What follows belongs to an exercise in optimizing a design on an open flow for small area, a short achievable clock period and few clock cycles per item; a production flow would make more cautious choices. At most, simulation tests tie the RTL to the original design; equivalence was not proved. No activity file was given, so power comes from the tool's default toggle rates.

==> flow/design.v <==
module redmule_mx_norm (
  input logic [15:0] x_i,
  output logic [11:0] el_o
);
  logic [9:0] m, a, b, c, d;
  logic [3:0] sh;
  logic [5:0] ks;
  logic enz;
  assign m = x_i[9:0];
  assign enz = |x_i[14:10];
  assign sh[3] = ~|m[9:2];
  assign a = sh[3] ? {m[1:0], 8'd0} : m;
  assign sh[2] = ~|a[9:6];
  assign b = sh[2] ? {a[5:0], 4'd0} : a;
  assign sh[1] = ~|b[9:8];
  assign c = sh[1] ? {b[7:0], 2'd0} : b;
  assign sh[0] = ~c[9];
  assign d = sh[0] ? {c[8:0], 1'b0} : c;
  assign ks = ~|m ? 6'd0 : 6'd32 - 6'(sh);
  assign el_o[11] = x_i[15];
  assign el_o[10:5] = enz ? {1'b1, x_i[14:10]} : ks;
  assign el_o[4:0] = enz ? {m[9:6], |m[5:0]} : {d[8:5], |d[4:0]};
endmodule
module redmule_mx_enc (
  input logic [11:0] el_i,
  input logic [5:0] kn_i,
  output logic [7:0] q_o
);
  logic [4:0] f, g;
  logic [5:0] k, j;
  logic [6:0] cy;
  logic co, rnd, nrm, sat, s0, s1, s2, s3, nz, r0, r1, t0, t1;
  logic [2:0] r;
  logic [3:0] sub;
  logic [6:0] c;
  assign f = el_i[4:0];
  assign k = el_i[10:5];
  assign co = &f[4:1];
  assign cy[0] = co;
  always_comb
    for (int i = 0; i < 6; i++) begin
      j[i] = k[i] ^ kn_i[i] ^ cy[i];
      cy[i + 1] = (k[i] & kn_i[i]) | (cy[i] & (k[i] ^ kn_i[i]));
    end
  assign rnd = f[1] & (f[0] | f[2]);
  assign r[0] = f[2] ^ rnd;
  assign r[1] = f[3] ^ (f[2] & f[1]);
  assign r[2] = f[4] ^ (f[3] & f[2] & f[1]);
  assign g = co ? 5'd0 : f;
  assign nz = |j[3:0];
  assign nrm = (j[5] && j[4] && nz) || (j == 6'd0);
  assign sat = (j == 6'd0) || (&j[3:0] && &r);
  assign s0 = j == 6'd48;
  assign s1 = j == 6'd47;
  assign s2 = j == 6'd46;
  assign s3 = j == 6'd45;
  assign r0 = g[2] & (g[1] | g[0] | g[3]);
  assign r1 = g[3] & (g[2] | g[1] | g[0] | g[4]);
  assign t0 = g[4] & g[3] & r0;
  assign t1 = g[4] & r1;
  assign sub[3] = s0 & t0;
  assign sub[2] = (s0 & !t0) | (s1 & t1);
  assign sub[1] = (s0 & (g[4] ^ (g[3] & r0))) | (s1 & !t1) | (s2 & g[4]);
  assign sub[0] = (s0 & (g[3] ^ r0)) | (s1 & (g[4] ^ r1)) | (s2 & !g[4]) | (s3 & |g);
  assign c[6:3] = nrm ? (j[3:0] | {4{sat}}) : {3'b000, sub[3]};
  assign c[2:0] = nrm ? (sat ? 3'b110 : r) : sub[2:0];
  assign q_o = {el_i[11], c};
endmodule
module redmule_mx_encoder #(
  parameter int DATA_W = 256,
  parameter int BITW = 16,
  parameter int NUM_LANES = 8
) (
  input logic clk_i,
  input logic rst_i,
  input logic fp16_valid_i,
  output logic fp16_ready_o,
  input logic [NUM_LANES*BITW-1:0] fp16_data_i,
  output logic mx_val_valid_o,
  input logic mx_val_ready_i,
  output logic [DATA_W-1:0] mx_val_data_o,
  output logic mx_exp_valid_o,
  input logic mx_exp_ready_i,
  output logic [7:0] mx_exp_data_o
);
  localparam int EW = 12;
  logic [NUM_LANES*EW-1:0] w_norm;
  logic [NUM_LANES*EW-1:0] r_c, r_d;
  logic [127:0] r_a, r_b;
  logic [EW-1:0] w_el [32];
  logic [255:0] w_enc;
  logic [5:0] r_km, w_kmax, w_kn;
  logic [47:0] w_kl, r_kl;
  logic r_klv;
  logic [8:0] w_col [6];
  logic [8:0] w_alive [7];
  logic w_special;
  logic [1:0] r_cnt, w_cnt;
  logic r_full, w_full, r_rdy, w_rdy, r_val_v, w_val_v, r_exp_v, w_exp_v;
  logic [7:0] r_exp;
  logic w_acc, w_go, w_lda, w_ldb, w_hda, w_hdb;
  for (genvar l = 0; l < NUM_LANES; l++) begin : g_norm
    redmule_mx_norm u_norm (.x_i(fp16_data_i[BITW*l +: BITW]), .el_o(w_norm[EW*l +: EW]));
    assign w_kl[6*l +: 6] = w_norm[EW*l + 5 +: 6];
  end
  always_comb
    for (int l = 0; l < NUM_LANES; l++) begin
      w_el[l] = r_c[EW*l +: EW];
      w_el[8 + l] = r_d[EW*l +: EW];
      w_el[16 + l] = r_a[EW*l +: EW];
      w_el[24 + l] = r_b[EW*l +: EW];
    end
  always_comb
    for (int b = 0; b < 6; b++) begin
      for (int i = 0; i < 8; i++) w_col[b][i] = r_kl[6*i + b] & r_klv;
      w_col[b][8] = r_km[b];
    end
  assign w_alive[6] = '1;
  always_comb
    for (int b = 5; b >= 0; b--) begin
      w_kmax[b] = |(w_alive[b + 1] & w_col[b]);
      w_alive[b] = w_alive[b + 1] & (w_col[b] | {9{!w_kmax[b]}});
    end
  assign w_special = &w_kmax;
  assign w_kn = w_kmax == 6'd0 ? 6'd16 : ~w_kmax;
  for (genvar i = 0; i < 32; i++) begin : g_enc
    logic [7:0] q;
    redmule_mx_enc u_enc (.el_i(w_el[i]), .kn_i(w_kn), .q_o(q));
    assign w_enc[8*i +: 8] = w_special ? 8'h7F : q;
  end
  assign w_acc = fp16_valid_i && r_rdy;
  assign w_lda = r_rdy && r_cnt == 2'd2;
  assign w_ldb = r_rdy && r_cnt == 2'd3;
  assign w_hda = !(w_go || w_lda);
  assign w_hdb = !(w_go || w_ldb);
  assign w_go = r_full && !r_exp_v;
  always_comb begin
    w_cnt = r_cnt + 2'(w_acc);
    w_full = (r_full && !w_go) || (w_acc && r_cnt == 2'd3);
    w_val_v = w_go || (r_val_v && !mx_val_ready_i);
    w_exp_v = w_go || (r_exp_v && !mx_exp_ready_i);
    case (w_cnt)
      2'd0: w_rdy = !w_full || !w_exp_v;
      2'd1: w_rdy = 1'b1;
      default: w_rdy = !w_val_v;
    endcase
  end
  always_ff @(posedge clk_i) begin
    if (rst_i) begin
      r_cnt <= '0;
      r_full <= 1'b0;
      r_rdy <= 1'b1;
      r_val_v <= 1'b0;
      r_exp_v <= 1'b0;
      r_klv <= 1'b0;
      r_km <= '0;
    end else begin
      r_klv <= w_acc;
      r_km <= w_go ? 6'd0 : w_kmax;
      r_cnt <= w_cnt;
      r_full <= w_full;
      r_rdy <= w_rdy;
      r_val_v <= w_val_v;
      r_exp_v <= w_exp_v;
    end
  end
  always_ff @(posedge clk_i) begin
    r_kl <= w_kl;
    if (r_rdy && r_cnt == 2'd0) r_c <= w_norm;
    if (r_rdy && r_cnt == 2'd1) r_d <= w_norm;
    r_a[95:0] <= ({96{w_go}} & w_enc[95:0]) | ({96{w_lda}} & w_norm) | ({96{w_hda}} & r_a[95:0]);
    r_b[95:0] <= ({96{w_go}} & w_enc[223:128]) | ({96{w_ldb}} & w_norm) | ({96{w_hdb}} & r_b[95:0]);
    if (w_go) begin
      r_a[127:96] <= w_enc[127:96];
      r_b[127:96] <= w_enc[255:224];
    end
    if (w_go) r_exp <= w_special ? 8'hFF : w_kmax == 6'd0 ? 8'h00 : 8'(w_kmax) + 8'd72;
  end
  assign fp16_ready_o = r_rdy;
  assign mx_val_valid_o = r_val_v;
  assign mx_exp_valid_o = r_exp_v;
  assign mx_val_data_o = {r_b, r_a};
  assign mx_exp_data_o = r_exp;
endmodule
export LEC_CHECK = 0
export CAP_MARGIN = 20
export CORE_MARGIN = 2
export CORE_UTILIZATION = 55
export CTS_CLUSTER_DIAMETER = 150
export CTS_CLUSTER_SIZE = 25
export PLACE_DENSITY = 0.65
export SLEW_MARGIN = 20
export SYNTH_HIERARCHICAL = 1
create_clock -name core_clock -period 55.0 [get_ports {clk_i}]
standard.sh (not shown) runs the stock make flow with config.mk's settings and CLKGATE_MAP_FILE= SYNTH_SCRIPT=/design/flow/synth_recipe.tcl, a recipe that flattens the netlist after the stock synthesis.
==> flow/flow/run.sh <==
#!/bin/bash
# Own layout flow: the standard ORFS flow, with these changes:
#  - synthesis is the standard flow's own script (synth_recipe.tcl) with yosys's generic "abc -fast" pass
#    skipped (SYNTH_ARGS=-noabc) and the final ABC mapping script replaced: flow/abc_leaf.script
#    for the small combinational modules, flow/abc_top.script for the top module. Registers and
#    their names are untouched by either change;
#  - the port buffers are sky130_fd_sc_hd__buf_2 instead of the default choice, and the output
#    ports' buffers become sky130_fd_sc_hd__buf_1 after global placement (flow/post_gpl.tcl);
#  - repair_timing aims for a setup margin of flow/margin.txt ns.
# ORFS writes each step's log under orfs/logs; make's own output goes to make.log here.
set -euo pipefail
W=$PWD
FL=$W/flow
RES=$W/orfs/results/$FLOW_PLATFORM/redmule_mx_encoder/base
MARGIN=$(cat $FL/margin.txt)
cat > $W/own_synth.tcl <<EOT
proc abc {args} {
  set i [lsearch -exact \$args -script]
  set leaf \$args
  lset leaf [expr {\$i + 1}] $FL/abc_leaf.script
  set top \$args
  lset top [expr {\$i + 1}] $FL/abc_top.script
  yosys abc {*}\$leaf redmule_mx_enc redmule_mx_norm
  yosys abc {*}\$top $FLOW_TOP
}
source $W/synth_recipe.tcl
EOT
export BUFFER_PORTS_ARGS="-buffer_cell sky130_fd_sc_hd__buf_2"
export SETUP_SLACK_MARGIN=$MARGIN
export SYNTH_ARGS=-noabc
if [[ -f $FL/post_gpl.tcl ]]; then export POST_GLOBAL_PLACE_TCL=$FL/post_gpl.tcl; fi
make -C $FLOW_HOME DESIGN_CONFIG=$W/config.mk WORK_HOME=$W/orfs CLKGATE_MAP_FILE= \
  SYNTH_SCRIPT=$W/own_synth.tcl "BUFFER_PORTS_ARGS=$BUFFER_PORTS_ARGS" \
  SETUP_SLACK_MARGIN=$MARGIN SYNTH_ARGS=-noabc finish > $W/make.log 2>&1
: # left out here: write the final layout as DEF
==> flow/flow/abc_leaf.script <==
&get -n
&st
&deepsyn -J 300 -T 900
&st
&dch -f
&nf -R 1000
&put
==> flow/flow/abc_top.script <==
&get -n
&st
&deepsyn -J 300 -T 900
&st
&dch -f
&nf -R 1000
&put
==> flow/flow/margin.txt <==
42.5
==> flow/flow/post_gpl.tcl <==
# The output ports drive only their 0.01 pF load: give their buffers the smallest drive.
set n 0
foreach bt [[ord::get_db_block] getBTerms] {
  if {[$bt getIoType] ne "OUTPUT"} continue
  foreach it [[$bt getNet] getITerms] {
    if {![$it isOutputSignal]} continue
    set inst [$it getInst]
    if {[[$inst getMaster] getName] eq "sky130_fd_sc_hd__buf_2"} {
      replace_cell [get_cells [$inst getName]] sky130_fd_sc_hd__buf_1
      incr n
    }
  }
}
puts "post_gpl: $n output port buffers set to sky130_fd_sc_hd__buf_1"
Rerun with:
--- a/flow/design.v
+++ b/flow/design.v
@@ -1,41 +1,44 @@
 module redmule_mx_norm (
-  input logic [15:0] x_i,
-  output logic [11:0] el_o
+  input logic [14:0] x_i,
+  output logic [10:0] el_o
 );
-  logic [9:0] m, a, b, c, d;
-  logic [3:0] sh;
+  logic [9:0] m, pre, h;
   logic [5:0] ks;
+  logic [4:0] fs;
   logic enz;
   assign m = x_i[9:0];
   assign enz = |x_i[14:10];
-  assign sh[3] = ~|m[9:2];
-  assign a = sh[3] ? {m[1:0], 8'd0} : m;
-  assign sh[2] = ~|a[9:6];
-  assign b = sh[2] ? {a[5:0], 4'd0} : a;
-  assign sh[1] = ~|b[9:8];
-  assign c = sh[1] ? {b[7:0], 2'd0} : b;
-  assign sh[0] = ~c[9];
-  assign d = sh[0] ? {c[8:0], 1'b0} : c;
-  assign ks = ~|m ? 6'd0 : 6'd32 - 6'(sh);
-  assign el_o[11] = x_i[15];
+  always_comb begin
+    pre[9] = 1'b0;
+    for (int i = 8; i >= 0; i--) pre[i] = pre[i + 1] | m[i + 1];
+  end
+  assign h = m & ~pre;
+  always_comb begin
+    ks = '0;
+    for (int i = 0; i < 10; i++) ks = ks | ({6{h[i]}} & 6'(i + 23));
+  end
+  assign fs[4] = |(h[9:1] & m[8:0]);
+  assign fs[3] = |(h[9:2] & m[7:0]);
+  assign fs[2] = |(h[9:3] & m[6:0]);
+  assign fs[1] = |(h[9:4] & m[5:0]);
+  assign fs[0] = |(m[4:0] & pre[8:4]);
   assign el_o[10:5] = enz ? {1'b1, x_i[14:10]} : ks;
-  assign el_o[4:0] = enz ? {m[9:6], |m[5:0]} : {d[8:5], |d[4:0]};
+  assign el_o[4:0] = enz ? {m[9:6], |m[5:0]} : fs;
 endmodule
 module redmule_mx_enc (
-  input logic [11:0] el_i,
+  input logic [10:0] el_i,
   input logic [5:0] kn_i,
-  output logic [7:0] q_o
+  output logic [6:0] c_o
 );
   logic [4:0] f, g;
   logic [5:0] k, j;
   logic [6:0] cy;
   logic co, rnd, nrm, sat, s0, s1, s2, s3, nz, r0, r1, t0, t1;
   logic [2:0] r;
   logic [3:0] sub;
-  logic [6:0] c;
   assign f = el_i[4:0];
   assign k = el_i[10:5];
   assign co = &f[4:1];
   assign cy[0] = co;
   always_comb
     for (int i = 0; i < 6; i++) begin
@@ -59,15 +62,14 @@
   assign t0 = g[4] & g[3] & r0;
   assign t1 = g[4] & r1;
   assign sub[3] = s0 & t0;
   assign sub[2] = (s0 & !t0) | (s1 & t1);
   assign sub[1] = (s0 & (g[4] ^ (g[3] & r0))) | (s1 & !t1) | (s2 & g[4]);
   assign sub[0] = (s0 & (g[3] ^ r0)) | (s1 & (g[4] ^ r1)) | (s2 & !g[4]) | (s3 & |g);
-  assign c[6:3] = nrm ? (j[3:0] | {4{sat}}) : {3'b000, sub[3]};
-  assign c[2:0] = nrm ? (sat ? 3'b110 : r) : sub[2:0];
-  assign q_o = {el_i[11], c};
+  assign c_o[6:3] = nrm ? (j[3:0] | {4{sat}}) : {3'b000, sub[3]};
+  assign c_o[2:0] = nrm ? (sat ? 3'b110 : r) : sub[2:0];
 endmodule
 module redmule_mx_encoder #(
   parameter int DATA_W = 256,
   parameter int BITW = 16,
   parameter int NUM_LANES = 8
 ) (
@@ -97,13 +99,14 @@
   logic w_special;
   logic [1:0] r_cnt, w_cnt;
   logic r_full, w_full, r_rdy, w_rdy, r_val_v, w_val_v, r_exp_v, w_exp_v;
   logic [7:0] r_exp;
   logic w_acc, w_go, w_lda, w_ldb, w_hda, w_hdb;
   for (genvar l = 0; l < NUM_LANES; l++) begin : g_norm
-    redmule_mx_norm u_norm (.x_i(fp16_data_i[BITW*l +: BITW]), .el_o(w_norm[EW*l +: EW]));
+    assign w_norm[EW*l + 11] = fp16_data_i[BITW*l + 15];
+    redmule_mx_norm u_norm (.x_i(fp16_data_i[BITW*l +: 15]), .el_o(w_norm[EW*l +: 11]));
     assign w_kl[6*l +: 6] = w_norm[EW*l + 5 +: 6];
   end
   always_comb
     for (int l = 0; l < NUM_LANES; l++) begin
       w_el[l] = r_c[EW*l +: EW];
       w_el[8 + l] = r_d[EW*l +: EW];
@@ -121,15 +124,15 @@
       w_kmax[b] = |(w_alive[b + 1] & w_col[b]);
       w_alive[b] = w_alive[b + 1] & (w_col[b] | {9{!w_kmax[b]}});
     end
   assign w_special = &w_kmax;
   assign w_kn = w_kmax == 6'd0 ? 6'd16 : ~w_kmax;
   for (genvar i = 0; i < 32; i++) begin : g_enc
-    logic [7:0] q;
-    redmule_mx_enc u_enc (.el_i(w_el[i]), .kn_i(w_kn), .q_o(q));
-    assign w_enc[8*i +: 8] = w_special ? 8'h7F : q;
+    logic [6:0] c;
+    redmule_mx_enc u_enc (.el_i(w_el[i][10:0]), .kn_i(w_kn), .c_o(c));
+    assign w_enc[8*i +: 8] = w_special ? 8'h7F : {w_el[i][11], c};
   end
   assign w_acc = fp16_valid_i && r_rdy;
   assign w_lda = r_rdy && r_cnt == 2'd2;
   assign w_ldb = r_rdy && r_cnt == 2'd3;
   assign w_hda = !(w_go || w_lda);
   assign w_hdb = !(w_go || w_ldb);
Combinational power goes down by about 4%.
Area after synthesis is about the same.
Wire length is lower by 2.2%.
Die area barely changes.
Hold slack improves by 0.0045 ns.
Via count went down by 1.2%.
Design area shrinks by 4.7%.
Clock-buffer cell count stays the same.
Global-route usage came out lower by 0.35 points.
Cell count goes down by 1.7%.
Testbench counts after the change, summed over its fixed seeds: cycles 2,064, blocks 512.
No functional check of the RTL was part of the first run of this note.

port drivers added, routing unchanged:
Ports are ideal in the flow. The routed layouts listed here were re-timed in OpenROAD.
Step 1 sets driving cells, clkbuf_16 on the clock port and buf_2 on the other inputs (assumed; they add their load-dependent delay and slew).
Step 2 times the ports against the registers' clock, not the clock port: input delays grow and output delays shrink by t, the midpoint of the rising clock arrivals with the driver on.
Slacks: no drivers / after step 1 / after step 2; pairs: no drivers / after step 1.
run | t, ns | setup WS [ns] | hold slack, ns | latest minus earliest clock arrival (ns)
the first run | 0.661 | 42.417 / 42.442 / 41.780 | 0.470 / 0.470 / 0.470 | 0.021 / 0.021
the second run | 0.663 | 42.514 / 42.456 / 41.895 | 0.474 / 0.474 / 0.474 | 0.025 / 0.025
After both steps every run listed still meets setup and hold. For the first run, which loses most, drivers alone change the setup slack by +0.025 ns; drivers and shift together by -0.637 ns.
